From an optimization exercise on the open Yosys and OpenROAD flow, aimed at small area, a short achievable clock period and few clock cycles per item; shortcuts taken in it are not production practice. Only the layout flow was run in this run; the RTL was not checked for function there.

$ cat flow/design.v
package rhc_pkg;
  localparam logic [7:0]  HUE_FULL       = 8'd240;
  typedef enum logic [2:0] {
    REG_HUE_LOW    = 3'd0,
    REG_HUE_HIGH   = 3'd1,
    REG_SAT_LOW    = 3'd2,
    REG_SAT_HIGH   = 3'd3,
    REG_LIGHT_LOW  = 3'd4,
    REG_LIGHT_HIGH = 3'd5
  } cfg_reg_t;
endpackage
module rhc_pipe #(
  parameter int W  = 1,
  parameter bit EN = 1'b1
) (
  input  logic         clk,
  input  logic [W-1:0] d,
  output logic [W-1:0] q
);
  if (EN) begin : g_reg
    always_ff @(posedge clk) q <= d;
  end else begin : g_wire
    assign q = d;
  end
endmodule
module rhc_vpipe #(
  parameter bit EN = 1'b1
) (
  input  logic clk,
  input  logic rst_n,
  input  logic d,
  output logic q
);
  if (EN) begin : g_reg
    always_ff @(posedge clk) begin
      if (!rst_n) q <= 1'b0;
      else        q <= d;
    end
  end else begin : g_wire
    assign q = d;
  end
endmodule
import rhc_pkg::*;
module rgb565_hsl_color_classifier (
  input  logic        clk,
  input  logic        rst_n,
  input  logic        start,
  output logic        busy,
  input  logic [15:0] in_pixel,
  output logic        out_valid,
  output logic [7:0]  out_hue,
  output logic [7:0]  out_lightness,
  output logic [7:0]  out_saturation,
  output logic        out_match,
  input  logic        cfg_we,
  input  logic [2:0]  cfg_index,
  input  logic [15:0] cfg_data
);
  logic [15:0] hue_low_r, hue_high_r;
  logic [7:0]  sat_low_r, sat_high_r, light_low_r, light_high_r;
  always_ff @(posedge clk) begin
    if (!rst_n) begin
      hue_low_r    <= 16'd65496;
      hue_high_r   <= 16'd40;
      sat_low_r    <= 8'd90;
      sat_high_r   <= 8'd180;
      light_low_r  <= 8'd0;
      light_high_r <= 8'd80;
    end else if (cfg_we) begin
      case (cfg_index)
        REG_HUE_LOW:    hue_low_r    <= cfg_data;
        REG_HUE_HIGH:   hue_high_r   <= cfg_data;
        REG_SAT_LOW:    sat_low_r    <= cfg_data[7:0];
        REG_SAT_HIGH:   sat_high_r   <= cfg_data[7:0];
        REG_LIGHT_LOW:  light_low_r  <= cfg_data[7:0];
        REG_LIGHT_HIGH: light_high_r <= cfg_data[7:0];
        default: ;
      endcase
    end
  end
  assign busy = 1'b0;
  logic [5:0] cr, cg, cb, mx, mn, md;
  logic [1:0] sel_a;    
  logic       neg_a;
  logic       ge_rg, ge_rb, ge_gb;
  always_comb begin
    cr = {in_pixel[15:11], 1'b0};
    cg = in_pixel[10:5];
    cb = {in_pixel[4:0], 1'b0};
    ge_rg = (cr >= cg);
    ge_rb = (cr >= cb);
    ge_gb = (cg >= cb);
    if (ge_rg && ge_rb) begin
      mx = cr;
      sel_a = ge_gb ? 2'd0 : 2'd1;
      neg_a = !ge_gb;
      mn = ge_gb ? cb : cg;
      md = ge_gb ? cg : cb;
    end else if (ge_gb) begin
      mx = cg;
      sel_a = 2'd2;
      neg_a = ge_rb && !(cr == cb);    
      mn = ge_rb ? cb : cr;
      md = ge_rb ? cr : cb;
    end else begin
      mx = cb;
      sel_a = 2'd3;
      neg_a = !ge_rg;                   
      mn = ge_rg ? cg : cr;
      md = ge_rg ? cr : cg;
    end
  end
  logic       v1;
  logic [1:0] sel_1;
  logic       neg_1;
  logic [5:0] mx_1, mn_1, md_1;
  always_ff @(posedge clk) begin
    if (!rst_n) v1 <= 1'b0;
    else        v1 <= start;
  end
  always_ff @(posedge clk) begin
    {sel_1, neg_1, mx_1, mn_1, md_1} <= {sel_a, neg_a, mx, mn, md};
  end
  logic [5:0] a_b, d_b;
  logic [6:0] s_b;
  logic       sflag_b;    
  logic [7:0] sden_b;
  always_comb begin
    a_b = md_1 - mn_1;
    d_b = mx_1 - mn_1;
    s_b = {1'b0, mx_1} + {1'b0, mn_1};
    sflag_b = !s_b[6] || (s_b[5:0] == 6'd0);
    sden_b = sflag_b ? {s_b == 7'd0, s_b} : {~s_b[5:0], 2'b11};
  end
  logic       v2;
  logic [1:0] sel_2;
  logic       neg_2, sflag_2;
  logic [5:0] a_2, d_2;
  logic [7:0] sden_2;
  always_ff @(posedge clk) begin
    if (!rst_n) v2 <= 1'b0;
    else        v2 <= v1;
  end
  always_ff @(posedge clk) begin
    {sel_2, neg_2, sflag_2, a_2, d_2, sden_2} <= {sel_1, neg_1, sflag_b, a_b, d_b, sden_b};
  end
  logic [11:0] sn_a, sn_b, snum_c;
  logic [12:0] sx_c;
  logic [8:0]  hnum_c;
  logic [9:0]  hx_c;
  logic [5:0]  hden_c;
  logic        s_take0, h_take0;
  logic [10:0] srem0_c;    
  logic [8:0]  hrem0_c;    
  always_comb begin
    sn_a   = sflag_2 ? {2'b0, d_2, 4'b0} : {d_2, 6'b0};
    sn_b   = sflag_2 ? {6'b0, d_2}       : {4'b0, d_2, 2'b0};
    snum_c = sn_a - sn_b;
    sx_c   = {1'b0, sn_a} - {1'b0, sn_b} - {2'b0, sden_2, 3'b0};
    s_take0 = !sx_c[12];
    srem0_c = s_take0 ? sx_c[10:0] : snum_c[10:0];
    hden_c = {d_2[5:1], d_2[0] | (d_2 == 6'd0)};
    hnum_c = {1'b0, a_2, 2'b0} + {3'b0, a_2};
    hx_c   = {1'b0, a_2, 2'b0} + {4'b0, a_2} - {2'b0, hden_c, 2'b0};
    h_take0 = !hx_c[9];
    hrem0_c = h_take0 ? hx_c[8:0] : hnum_c;
  end
  function automatic logic [9:0] sub_bk(input logic [8:0] x, input logic [8:0] y,
                                        input int w);
    logic [8:0] p, g, pp, gg;
    logic [9:0] r;
    p  = x ^ ~y;
    g  = x & ~y;
    gg = g;
    pp = p;
    gg[0] = g[0] | p[0];            
    for (int i = 1; (1 << i) <= 16; i++) begin
      for (int j = (1 << i) - 1; j < w; j = j + (1 << i)) begin
        gg[j] = gg[j] | (pp[j] & gg[j - (1 << (i - 1))]);
        pp[j] = pp[j] & pp[j - (1 << (i - 1))];
      end
    end
    for (int i = 4; i > 0; i--) begin
      for (int j = (1 << i) + (1 << (i - 1)) - 1; j < w; j = j + (1 << i)) begin
        gg[j] = gg[j] | (pp[j] & gg[j - (1 << (i - 1))]);
        pp[j] = pp[j] & pp[j - (1 << (i - 1))];
      end
    end
    r = '0;
    r[0] = p[0] ^ 1'b1;
    for (int j = 1; j < w; j++) r[j] = p[j] ^ gg[j-1];
    r[w] = gg[w-1];
    sub_bk = r;
  endfunction
  logic        vr    [9];
  logic [1:0]  selr  [9];
  logic        negr  [9];
  logic        sflr  [9];
  logic [15:0] srem  [9];
  logic [7:0]  sden  [9];
  logic [7:0]  sq    [9];
  logic [11:0] hrem  [9];
  logic [5:0]  hden  [9];
  logic [5:0]  hq    [9];
  assign vr[0]   = v2;
  assign selr[0] = sel_2;
  assign negr[0] = neg_2;
  assign sflr[0] = sflag_2;
  assign sden[0] = sden_2;
  assign hden[0] = hden_c;
  assign srem[0] = {snum_c, 4'b0};
  assign hrem[0] = {hnum_c, 3'b0};
  assign sq[0] = '0;
  assign hq[0] = '0;
  logic [7:0] hue_9, light_10;
  logic [7:0] hue_10;
  logic       hue_ok_10;
  for (genvar i = 0; i < 8; i++) begin : g_row
    localparam int SK = 7 - i;
    localparam int HK = 5 - i;
    logic [8:0]  s_top;
    logic [9:0]  s_dif;
    logic        s_take;
    logic [7:0]  s_rem;
    assign s_top  = srem[i][SK+8:SK];
    if (i == 0) begin : g_sfirst
      assign s_take = s_take0;
      assign s_rem  = srem0_c[10:3];
    end else begin : g_snext
      logic [9:0] s_r;
      assign s_r    = sub_bk(s_top, {1'b0, sden[i]}, 9);
      assign s_dif  = {1'b0, s_r[8:0]};
      assign s_take = s_r[9];
      assign s_rem  = s_take ? s_dif[7:0] : s_top[7:0];
    end
    always_ff @(posedge clk) begin
      if (!rst_n) vr[i+1] <= 1'b0;
      else        vr[i+1] <= vr[i];
    end
    always_ff @(posedge clk) begin
      sq[i+1] <= {sq[i][6:0], s_take};
    end
    if (SK > 0) begin : g_scarry
      always_ff @(posedge clk) begin
        selr[i+1] <= selr[i];
        negr[i+1] <= negr[i];
        sflr[i+1] <= sflr[i];
        sden[i+1] <= sden[i];
        srem[i+1][SK+7:SK] <= s_rem;
      end
      if (SK > 4) begin : g_slo
        always_ff @(posedge clk) srem[i+1][SK-1:4] <= srem[i][SK-1:4];
      end
      if (SK > 0) begin : g_slo0
        assign srem[i+1][(SK > 4 ? 4 : SK)-1:0] = '0;
      end
      assign srem[i+1][15:SK+8] = '0;
    end else begin : g_slast
      assign srem[i+1] = '0;
      assign sden[i+1] = '0;
      assign sflr[i+1] = 1'b0;
      assign selr[i+1] = '0;
      assign negr[i+1] = 1'b0;
    end
    if (i < 6) begin : g_hue
      logic [6:0] h_top;
      logic [7:0] h_dif;
      logic       h_take;
      logic [5:0] h_rem;
      assign h_top  = hrem[i][HK+6:HK];
      if (i == 0) begin : g_hfirst
        assign h_take = h_take0;
        assign h_rem  = hrem0_c[7:2];
      end else begin : g_hnext
        logic [9:0] h_r;
        assign h_r    = sub_bk({2'b0, h_top}, {3'b0, hden[i]}, 7);
        assign h_dif  = {1'b0, h_r[6:0]};
        assign h_take = h_r[7];
        assign h_rem  = h_take ? h_dif[5:0] : h_top[5:0];
      end
      always_ff @(posedge clk) hq[i+1] <= {hq[i][4:0], h_take};
      if (HK > 0) begin : g_hcarry
        always_ff @(posedge clk) begin
          hden[i+1] <= hden[i];
          hrem[i+1][HK+5:HK] <= h_rem;
        end
        if (HK > 3) begin : g_hlo
          always_ff @(posedge clk) hrem[i+1][HK-1:3] <= hrem[i][HK-1:3];
        end
        assign hrem[i+1][(HK > 3 ? 3 : HK)-1:0] = '0;
        assign hrem[i+1][11:HK+6] = '0;
      end else begin : g_hlast
        assign hrem[i+1] = '0;
        assign hden[i+1] = '0;
      end
    end else begin : g_hue_done
      assign hrem[i+1] = '0;
      assign hden[i+1] = '0;
      assign hq[i+1]   = '0;
    end
  end
  logic [7:0] ofs_h;
  always_comb begin
    case (selr[6])
      2'd0:    ofs_h = 8'd0;
      2'd1:    ofs_h = 8'd240;
      2'd2:    ofs_h = 8'd80;
      default: ofs_h = 8'd160;
    endcase
    hue_9 = negr[6] ? ofs_h - {2'b0, hq[6]} : ofs_h + {2'b0, hq[6]};
  end
  logic [7:0] hue_r9;
  always_ff @(posedge clk) hue_r9 <= hue_9;
  logic [6:0]  s_rec;
  logic [14:0] light_prod;
  always_comb begin
    s_rec = sflr[7] ? sden[7][6:0] : {1'b1, ~sden[7][7:2]};
    light_prod = {s_rec, 8'b0} - {4'b0, s_rec, 4'b0} + {8'b0, s_rec};   
    light_10 = light_prod[14:7];
  end
  logic [8:0] hue_e, hue_c;
  logic       hue_and;
  logic       lo_hi0, hi_hi0, lo_ff;
  always_comb begin
    lo_hi0 = (hue_low_r[15:8] == 8'h00);
    hi_hi0 = (hue_high_r[15:8] == 8'h00);
    lo_ff  = (hue_low_r[15:8] == 8'hFF);
    if (hue_high_r < hue_low_r) begin
      hue_and = 1'b0;
      hue_c   = hi_hi0 ? {1'b0, hue_high_r[7:0]} : 9'd256;
      hue_e   = (lo_ff && hue_low_r[7:0] >= 8'd15) ? {1'b0, hue_low_r[7:0] - 8'd14} : 9'd0;
    end else begin
      hue_and = hi_hi0 && hue_high_r[7:0] <= 8'd240;
      hue_e   = lo_hi0 ? {1'b0, hue_low_r[7:0]} + 9'd1 : 9'd256;
      if (hi_hi0 && hue_high_r[7:0] <= 8'd240)
        hue_c = {1'b0, hue_high_r[7:0]};
      else if (hue_high_r[15:9] == 7'd0 && hue_high_r[8:0] < 9'd496)
        hue_c = hue_high_r[8:0] - 9'd240;
      else
        hue_c = 9'd256;
    end
  end
  logic [8:0] hue_e_r, hue_c_r;
  logic       hue_and_r;
  always_ff @(posedge clk) begin
    hue_e_r   <= hue_e;
    hue_c_r   <= hue_c;
    hue_and_r <= hue_and;
  end
  logic hue_ge, hue_lt;
  assign hue_ge = {1'b0, hue_r9} >= hue_e_r;
  assign hue_lt = {1'b0, hue_r9} <  hue_c_r;
  logic [7:0] light_11;
  always_ff @(posedge clk) begin
    hue_10    <= hue_r9;
    light_11  <= light_10;
    hue_ok_10 <= hue_and_r ? (hue_ge && hue_lt) : (hue_ge || hue_lt);
  end
  logic [7:0] sat_11;
  logic       match_m;
  assign sat_11  = sq[8];
  assign match_m = hue_ok_10 && (light_11 > light_low_r) && (light_11 < light_high_r) &&
                   (sat_11 > sat_low_r) && (sat_11 < sat_high_r);
  always_ff @(posedge clk) begin
    if (!rst_n) out_valid <= 1'b0;
    else        out_valid <= vr[8];
  end
  always_ff @(posedge clk) begin
    out_hue        <= hue_10;
    out_lightness  <= light_11;
    out_saturation <= sat_11;
    out_match      <= match_m;
  end
endmodule
$ cat flow/run.sh
#!/bin/bash
# synth_recipe.tcl (not shown) runs the flow's synth.tcl, then flattens the netlist and writes it again
# the make line also repeats each setting of config.mk as NAME=value (left out here)
make -C /OpenROAD-flow-scripts/flow DESIGN_CONFIG=/design/flow/config.mk WORK_HOME=/design/flow/orfs CLKGATE_MAP_FILE= SYNTH_SCRIPT=/design/flow/synth_recipe.tcl finish
$ cat flow/config.mk
export PLATFORM = sky130hd
export DESIGN_NAME = rgb565_hsl_color_classifier
export DESIGN_NICKNAME = rgb565_hsl_color_classifier
export VERILOG_FILES = /design/flow/design.v
export SDC_FILE = /design/flow/constraint.sdc
export NUM_CORES = 4
export LEC_CHECK = 0
export ABC_AREA = 1
export CAP_MARGIN = 20
export CORE_MARGIN = 2
export CORE_UTILIZATION = 40
export CTS_CLUSTER_DIAMETER = 80
export CTS_CLUSTER_SIZE = 28
export PLACE_DENSITY = 0.6
export SETUP_SLACK_MARGIN = 3.7
export SLEW_MARGIN = 20
$ cat flow/constraint.sdc
create_clock -name core_clock -period 6.0 [get_ports {clk}]
set_input_delay 1.2000 -clock core_clock [delete_from_list [all_inputs] [get_ports {clk}]]
set_output_delay 1.2000 -clock core_clock [all_outputs]
set_load 0.01 [all_outputs]
==> report_table.html <==
<table>
<tr><th>Metric</th><th>Value</th></tr>
<tr><th colspan="2">Floorplan</th></tr>
<tr><td>Width of the chip</td><td>228.1 um</td></tr>
<tr><td># rows</td><td>82</td></tr>
<tr><td>Initial cell density of the core</td><td>0.4027</td></tr>
<tr><td>Core Area</td><td>49860 um2</td></tr>
<tr><td>Die boundary height</td><td>roughly 230 um</td></tr>
<tr><td>Total Die Area</td><td>between 50000 and 60000 um2</td></tr>
<tr><td>I/O pins</td><td>between 60 and 70</td></tr>
<tr><th colspan="2">Synth</th></tr>
<tr><td>Most used DFF post-synth</td><td>sky130_fd_sc_hd__dfxtp_1</td></tr>
<tr><td>Cell count after synthesis</td><td>~2300</td></tr>
<tr><td>Syn_area_per_cell</td><td>about 8.7 um2</td></tr>
<tr><td>Number of synthesized flops with an enable pin</td><td>0</td></tr>
<tr><td>Leading post-synthesis cells by cell area</td><td>sky130_fd_sc_hd__dfxtp_1, sky130_fd_sc_hd__ha_1, sky130_fd_sc_hd__inv_1</td></tr>
<tr><td>Total of warnings raised by yosys</td><td>48</td></tr>
<tr><td>Cell variety after synth</td><td>47</td></tr>
<tr><td>Most instantiated library cell after synthesis</td><td>sky130_fd_sc_hd__dfxtp_1</td></tr>
<tr><td>Syn nets</td><td>2612</td></tr>
<tr><td>Share of the synthesized area in the top cell type</td><td>0.4506</td></tr>
<tr><td>Most used standard cells in the synthesized netlist</td><td>sky130_fd_sc_hd__dfxtp_1, sky130_fd_sc_hd__inv_1, sky130_fd_sc_hd__nand2_1, sky130_fd_sc_hd__ha_1, sky130_fd_sc_hd__o21ai_0</td></tr>
<tr><td>Part of the Yosys area used for sequential elements</td><td>0.4506</td></tr>
<tr><td>Yosys reg bits</td><td>452</td></tr>
<tr><td>Cell type with the largest total area after synthesis</td><td>sky130_fd_sc_hd__dfxtp_1</td></tr>
<tr><td>Post-Syn Area</td><td>roughly 20000 um2</td></tr>
<tr><td>Post-synthesis async set-or-reset flop share</td><td>0</td></tr>
<tr><th colspan="2">STA</th></tr>
<tr><td>Final setup fails</td><td>0</td></tr>
<tr><td>Worst clock skew</td><td>~0.018 ns</td></tr>
<tr><td>Post-route clock period utilization</td><td>0.4124</td></tr>
<tr><td>Maximum operating frequency</td><td>between 400 and 500 MHz</td></tr>
<tr><td>Worst rel slew slack</td><td>0.5511</td></tr>
<tr><td>Unrepaired setup endpoints after global routing</td><td>true</td></tr>
<tr><td>Slew of the pin with the lowest slew margin</td><td>between 0.6 and 0.7 ns</td></tr>
<tr><td>Hold Fails Final Rpt</td><td>0</td></tr>
<tr><td>Slew Limit Fails</td><td>0</td></tr>
<tr><td>Fin crit period</td><td>2.474 ns</td></tr>
<tr><td>Final sum of negative setup slack</td><td>0 ns</td></tr>
<tr><th colspan="2">Worst setup path</th></tr>
<tr><td>Critical Path Slowest Stage Cell</td><td>sky130_fd_sc_hd__fa_2</td></tr>
<tr><td>Max Fanout on Critical Path</td><td>6</td></tr>
<tr><td>Depth of the worst register-to-register path</td><td>13</td></tr>
<tr><td>Number of buffers and inverters on the critical path</td><td>3</td></tr>
<tr><td>Kind of start point of the critical path</td><td>flop</td></tr>
<tr><td>Critical path start-end classification</td><td>reg2reg</td></tr>
<tr><td>Number of logic stages on the critical path including buffering</td><td>13</td></tr>
<tr><td>Cell family with the largest share of critical-path delay</td><td>adder cells</td></tr>
<tr><td>Chain of cells forming the critical path</td><td>buf_4 &gt; o21ai_4 &gt; fa_2 &gt; ha_4 &gt; nand2_1 &gt; nand2_2 &gt; inv_2 &gt; o21ai_4 &gt; nand2_2 &gt; nand3_4 &gt; buf_12 &gt; nand2_4 &gt; o21ai_2</td></tr>
<tr><td>Worst path max stage delay</td><td>0.52 ns</td></tr>
<tr><td>CP arrival</td><td>~2.9 ns</td></tr>
<tr><td>Critical path required time</td><td>approximately 6.5 ns</td></tr>
<tr><td>Kind of capture point of the worst setup path</td><td>flop</td></tr>
<tr><th colspan="2">Clock network</th></tr>
<tr><td>Largest buffer count on any clock path</td><td>3</td></tr>
<tr><td>Clock-pin slew reported for the worst setup and hold paths after clock tree synthesis</td><td>roughly 0.1 ns</td></tr>
<tr><td>Buffer cell driving the clock tree root</td><td>sky130_fd_sc_hd__clkbuf_16</td></tr>
<tr><td>Sinks on the clock net</td><td>between 400 and 500</td></tr>
<tr><td>TritonCTS clock tree</td><td>done</td></tr>
<tr><td>Clock latency on the worst-skew pair</td><td>around 0.56 ns</td></tr>
<tr><td>Num CTS Buffers</td><td>25</td></tr>
<tr><td># H-tree levels</td><td>1</td></tr>
<tr><th colspan="2">Routing</th></tr>
<tr><td>Number of vias after detailed routing</td><td>14535</td></tr>
<tr><td>Post-route ant nets</td><td>0</td></tr>
<tr><td>Routed wire length</td><td>about 40 mm</td></tr>
<tr><td>First-iteration detailed-routing DRC count</td><td>655</td></tr>
<tr><td>First drt pass iteration count</td><td>5</td></tr>
<tr><td>Residual DRC</td><td>0</td></tr>
<tr><td>Avg WL per Cell</td><td>~13 um</td></tr>
<tr><td>Via-to-Cell Ratio</td><td>around 4.6</td></tr>
<tr><th colspan="2">Cells and area</th></tr>
<tr><td># diodes</td><td>0</td></tr>
<tr><td>Post-layout util</td><td>0.4735</td></tr>
<tr><td>Fraction of final layout cells sized beyond drive strength 1</td><td>0.1328</td></tr>
<tr><td>Layout overhead on the synthesized area</td><td>17.58%</td></tr>
<tr><td>Net count of the finished layout</td><td>~2700</td></tr>
<tr><th colspan="2">GRT</th></tr>
<tr><td>Number of antenna violations at the first check in global routing</td><td>1</td></tr>
<tr><td>Wire length of the first global-routing pass</td><td>66.74 mm</td></tr>
<tr><td>Overflow left after global routing</td><td>0</td></tr>
<tr><td>Maximum number of pins on one net before global-route repair</td><td>73</td></tr>
<tr><td>Global-route usage over all layers</td><td>0.1512</td></tr>
<tr><td>Number of global-route vias before repair</td><td>~14000</td></tr>
<tr><th colspan="2">Placed design</th></tr>
<tr><td>Dpl hpwl</td><td>between 20 and 30 mm</td></tr>
<tr><td>Quantity of I/O buffers inserted on ports</td><td>64</td></tr>
<tr><td>Placer's final routability congestion estimate</td><td>approximately 0.87</td></tr>
<tr><th colspan="2">Job</th></tr>
<tr><td>Number of maximum-capacitance violations</td><td>0</td></tr>
<tr><th colspan="2">Hold path</th></tr>
<tr><td>Number of instances on the worst hold path</td><td>0</td></tr>
<tr><td>Type of the most critical hold path</td><td>reg2reg</td></tr>
<tr><th colspan="2">Run status</th></tr>
<tr><td>Run status</td><td>no timing/DRC/antenna violations</td></tr>
</table>
## flip-flops by register name, summed over array words and instances, names as in the netlist, 9 cells and up
register,flops
g_row.g_hue.h_top,26
g_row.s_top,51
srem,11
hue_e_r,9
hue_high_r,16
hue_c_r,9
hue_low_r,16
sden,56
hq,21
selr,12
hden,30
sq,36
## area by class of cell
cell class,count,area (um2)
clock buffers,28,656.9
clock inverters,16,245.2
fillers,4804,26250
inverters,442,1728
multi-input cells,1387,9997
flip-flops and latches,452,9084
well taps,672,840.8
repair buffers,127,1046
repair inverters,2,12.51
## worst paths after layout
check                                      from                        end  slack [ns]
worst max-delay path            sflag_2$_DFF_P_  g_row[1].s_top[1]$_DFF_P_        3.53
worst min-delay path            sflr[6]$_DFF_P_            sflr[7]$_DFF_P_        0.32
worst max register to register  sflag_2$_DFF_P_  g_row[1].s_top[1]$_DFF_P_        3.53
worst min register to register  sflr[6]$_DFF_P_            sflr[7]$_DFF_P_        0.32
## per-layer routing
layer,track usage,wire length [um]
met5,0,12
met4,0.03676,927
met3,0.02225,1206
met2,0.2864,20380
met1,0.1779,17440
## timing repair
action                                  4_1_cts  5_1_grt
endpoints found under the setup margin       82       96
hold buffers                                  0        0
pin swaps                                    35       38
cloned                                        5        1
hold endpoints to repair                      0        0
buffers inserted                             43       17
gates resized for setup                     224      102
## worst register-to-register path: stages (launching register included)
cell and delay (ns):
sky130_fd_sc_hd__dfxtp_4 0.39, sky130_fd_sc_hd__buf_4 0.16, sky130_fd_sc_hd__o21ai_4 0.25, sky130_fd_sc_hd__fa_2 0.52, sky130_fd_sc_hd__ha_4 0.26, sky130_fd_sc_hd__nand2_1 0.10
sky130_fd_sc_hd__nand2_2 0.07, sky130_fd_sc_hd__inv_2 0.07, sky130_fd_sc_hd__o21ai_4 0.06, sky130_fd_sc_hd__nand2_2 0.08, sky130_fd_sc_hd__nand3_4 0.14, sky130_fd_sc_hd__buf_12 0.18
sky130_fd_sc_hd__nand2_4 0.05, sky130_fd_sc_hd__o21ai_2 0.04
## through the flow
step / hold slack, ns / setup slack (ns) / cells / cell area, um2
finish: 0.3177 / 3.526 / 3126 / 23610
global route: 0.3252 / 3.470 / 3126 / 23610
CTS: 0.3257 / 3.597 / 3108 / 23230
detailed placement: 0.3121 / 1.931 / 3016 / 21710
global placement: 0.3109 / 2.014 / 3016 / 21710
floorplan: 0.3096 / 3.552 / 2316 / 20430
## placed cells by master (no fill, tap or decap), drive strengths merged, types with 2 or more instances in the layout
cell,netlist,final
nor3,14,14
ha,208,208
o21bai,2,2
a31oi,8,8
a21boi,8,8
inv,441,447
clkinv,1,7
clkdlybuf4s50,0,21
clkbuf,26,40
xor2,42,42
fa,49,49
nand3b,19,19
nand4,27,27
buf,12,91
nor3b,2,2
or2,5,5
o21ai,166,166
a21o,10,10
dfxtp,452,452
a21oi,155,155
bufinv,0,2
nand2,386,386
xnor2,35,35
clkinvlp,0,4
o211ai,27,27
nor2,133,133
nand3,67,70
nor4,2,2
o21a,2,2
a31o,10,10
## logic make-up after synthesis
group / count (synthesis) / share of synthesized area
other cells: 1 / 0.0001867
buf+inv: 480 / 0.09122
simple gates: 656 / 0.1372
fa+ha+maj: 257 / 0.1785
compound gates: 393 / 0.1087
flops: 452 / 0.4506
xor+xnor: 77 / 0.03358

-- static timing again, ports no longer ideal --
In the flow no input, the clock included, has a driving cell. The finished layout below was timed again as built, in two steps. Step 1 sets driving cells, clkbuf_16 on the clock port and buf_2 on the other inputs (assumed; they add their load-dependent delay and slew). Step 2 also shifts input and output timing later by t, the mid clock arrival at the registers, as if the neighbouring blocks saw the same clock. a / b / c = no drivers / after step 1 / after step 2; a / b = the first two.
t (ns): 0.611
setup WS [ns]: 3.526 / 3.526 / 3.172
hold slack, ns: 0.318 / 0.318 / 0.318
latest minus earliest clock arrival (ns): 0.024 / 0.025
worst slew at a driven data input, ns: 0.09
After both steps setup and hold are still met in this run. The setup slack of this run moves by 0.000 ns with the drivers and by -0.354 ns with both steps.
